What follows belongs to an exercise in optimizing a design on an open flow for small area, a short achievable clock period and few clock cycles per item; a production flow would make more cautious choices. The RTL was checked by simulation tests, not by an equivalence proof against the original design. Power figures rest on the tool's default switching activity, not on a simulated workload.

==> flow/design.v (excerpt) <==
module tga_truecolor_rle_decoder_core (
  input  logic        clk,
  input  logic        rst,
  input  logic        byte_valid,
  output logic        byte_stall,
  input  logic [7:0]  data_byte,
  input  logic        start_of_file,
  output logic        result_valid,
  input  logic        result_stall,
  output logic [1:0]  result_kind,
  output logic [31:0] pixel_rgba,
  output logic [15:0] dest_row,
  output logic [15:0] dest_column,
  output logic [7:0]  run_length,
  output logic [15:0] image_width,
  output logic [15:0] image_height,
  output logic        image_done
);
Size: ~980 cells after synthesis, about 160 flip-flops, about 120 I/O pins, about 9600 µm² of cells after synthesis.
clock: 7.5 ns
lec_check: 0
cap_margin: 20
core_margin: 2
core_utilization: 40
cts_buf_list: sky130_fd_sc_hd__clkbuf_8
setup_slack_margin: 4.0
slew_margin: 20
standard.sh (not shown) runs the stock make flow with config.mk's settings and CLKGATE_MAP_FILE= SYNTH_SCRIPT=/design/flow/synth_recipe.tcl, a recipe that flattens the netlist after the stock synthesis.
==> flow/flow/run.sh <==
#!/bin/bash
# The standard layout, with plain buf_1 cells as the port buffers (the
# default picks a clkdlybuf4s50_1 delay cell for every port).  Repair still
# upsizes any port buffer that timing needs.
set -euo pipefail
export BUFFER_PORTS_ARGS="-buffer_cell sky130_fd_sc_hd__buf_1"
bash standard.sh > standard_flow.log 2>&1
Testbench counts at the start, summed over its fixed seeds: cycles 128,614, bytes 128,035.
Then changed:
Settings changed: SETUP_SLACK_MARGIN 4.0 to 4.1.
The changed run passed the timing, DRC and antenna checks.
Die area is unchanged.
Worst hold slack barely changes.
First-iteration DRC count came out lower by a few percent.


Setup of job 5993:
tga_truecolor_rle_decoder_core, a different RTL version from the one above (not shown whole).
Size: about 1,300 cells after synthesis, roughly 170 flip-flops, roughly 12,000 sq um of cells after synthesis.
Design tga_truecolor_rle_decoder_core, start of the top module:
module tga_truecolor_rle_decoder_core (
  input  logic        clk,
  input  logic        rst,
  input  logic        byte_valid,
  output logic        byte_stall,
  input  logic [7:0]  data_byte,
  input  logic        start_of_file,
  output logic        result_valid,
  input  logic        result_stall,
  output logic [1:0]  result_kind,
  output logic [31:0] pixel_rgba,
  output logic [15:0] dest_row,
  output logic [15:0] dest_column,
  output logic [7:0]  run_length,
  output logic [15:0] image_width,
  output logic [15:0] image_height,
  output logic        image_done
);
clock: 7.5 ns
lec_check: 0
abc_clock_period_in_ps: 3500
cap_margin: 20
core_margin: 2
core_utilization: 40
setup_slack_margin: 4.0
slew_margin: 20
run.sh (not shown) runs the stock make flow with config.mk's settings and CLKGATE_MAP_FILE= SYNTH_SCRIPT=/design/flow/synth_recipe.tcl, a recipe that flattens the netlist after the stock synthesis.
Stock flow here: none of the scripts above is used.
Job 5993: flow completed, timing, DRC and antenna clean
Testbench counts of job 5993, summed over its fixed seeds: cycles 128,051, bytes 128,035.
Relative to job 5993, the following input files were edited for job 9984:
- clearing SETUP_SLACK_MARGIN, which used to be 4.0
- clearing ABC_CLOCK_PERIOD_IN_PS, which used to be 3500
==> comparison <==
Job 9984 was carried through to the last stage, and its layout satisfied the timing, DRC and antenna checks. Highest cell delay on the worst timing path in job 9984 is 60 ps below job 5993. Job 9984 ended up with a lower worst setup slack than job 5993 did. Compared with job 5993, job 9984 shows a fraction of layout instances using a drive strength above 1 that is 12 points lower. Job 9984 vs job 5993 — net load switching power dropped by more than 10%. Per the comparison of job 9984 with job 5993, routed wire length lost about 10%, instance count on the critical path shows an increase of about 3.7%. For clock-pin transition on the worst setup and hold timing paths, job 9984 and job 5993 come out practically identical.


Another version of the RTL of tga_truecolor_rle_decoder_core (not shown whole).
For scale: roughly 1000 cells after synthesis, about 160 flip-flops, about 120 I/O pins, ~0.0097 mm^2 of cells after synthesis.
## tga_truecolor_rle_decoder_core
module tga_truecolor_rle_decoder_core (
  input  logic        clk,
  input  logic        rst,
  input  logic        byte_valid,
  output logic        byte_stall,
  input  logic [7:0]  data_byte,
  input  logic        start_of_file,
  output logic        result_valid,
  input  logic        result_stall,
  output logic [1:0]  result_kind,
  output logic [31:0] pixel_rgba,
  output logic [15:0] dest_row,
  output logic [15:0] dest_column,
  output logic [7:0]  run_length,
  output logic [15:0] image_width,
  output logic [15:0] image_height,
  output logic        image_done
);
==> flow/config.mk <==
export PLATFORM = sky130hd
export DESIGN_NAME = tga_truecolor_rle_decoder_core
export DESIGN_NICKNAME = tga_truecolor_rle_decoder_core
export VERILOG_FILES = /design/flow/design.v
export SDC_FILE = /design/flow/constraint.sdc
export NUM_CORES = 4
export LEC_CHECK = 0
export CAP_MARGIN = 20
export CORE_MARGIN = 2
export CORE_UTILIZATION = 40
export CTS_BUF_LIST = sky130_fd_sc_hd__clkbuf_8
export SETUP_SLACK_MARGIN = 4.2
export SLEW_MARGIN = 20
==> flow/constraint.sdc <==
create_clock -name core_clock -period 7.5 [get_ports {clk}]
set_input_delay 1.5000 -clock core_clock [delete_from_list [all_inputs] [get_ports {clk}]]
set_output_delay 1.5000 -clock core_clock [all_outputs]
set_load 0.01 [all_outputs]
standard.sh (not shown) runs the stock make flow with config.mk's settings and CLKGATE_MAP_FILE= SYNTH_SCRIPT=/design/flow/synth_recipe.tcl, a recipe that flattens the netlist after the stock synthesis.
Scripts as last shown in full above: flow/flow/run.sh
Testbench counts at the start, summed over its fixed seeds: cycles 128,614, bytes 128,035.
Next try:
--- a/flow/config.mk
+++ b/flow/config.mk
@@ -11,3 +11,3 @@
 export CTS_BUF_LIST = sky130_fd_sc_hd__clkbuf_8
-export SETUP_SLACK_MARGIN = 4.2
+export SETUP_SLACK_MARGIN = 4.1
 export SLEW_MARGIN = 20
Sequential share of layout area came out higher by 0.16 points.
Routed wire length came out higher by 2.2%.
Total power came out lower by 0.48%.

## static timing again, ports no longer ideal
The flow's constraints put no driver on any port. The routed layouts listed below were extracted and timed again, unchanged, in two steps. Step 1 assumes that a clkbuf_16 drives the clock port and a buf_2 every other input. Step 2 moves the port delays by t, midway between the first and last clock arrival at a register: inputs arrive t later, outputs are due t later. That takes back most of the time a late clock gives input paths. Three values: ideal ports, drivers, drivers and shift; two values: the first two.
| run | shift t [ns] | setup WS [ns] | worst data-port slew with drivers (ns) |
|---|---|---|---|
| the first run of note 1 | 0.513 | 4.024 / 3.992 / 3.591 | 0.04 |
| the second run of note 1 | 0.514 | 4.130 / 4.098 / 3.692 | 0.04 |
| job 5993 | 0.486 | 1.829 / 1.829 / 1.820 | 0.04 |
| job 9984 | 0.481 | 0.729 / 0.729 / 0.729 | 0.05 |
| the first run of note 3 | 0.520 | 4.034 / 3.978 / 3.654 | 0.07 |
| the second run of note 3 | 0.522 | 4.029 / 3.976 / 3.689 | 0.07 |
After both steps every run listed still meets setup and hold. For the second run of note 1, which loses most, drivers alone change the setup slack by -0.032 ns; drivers and shift together by -0.438 ns.
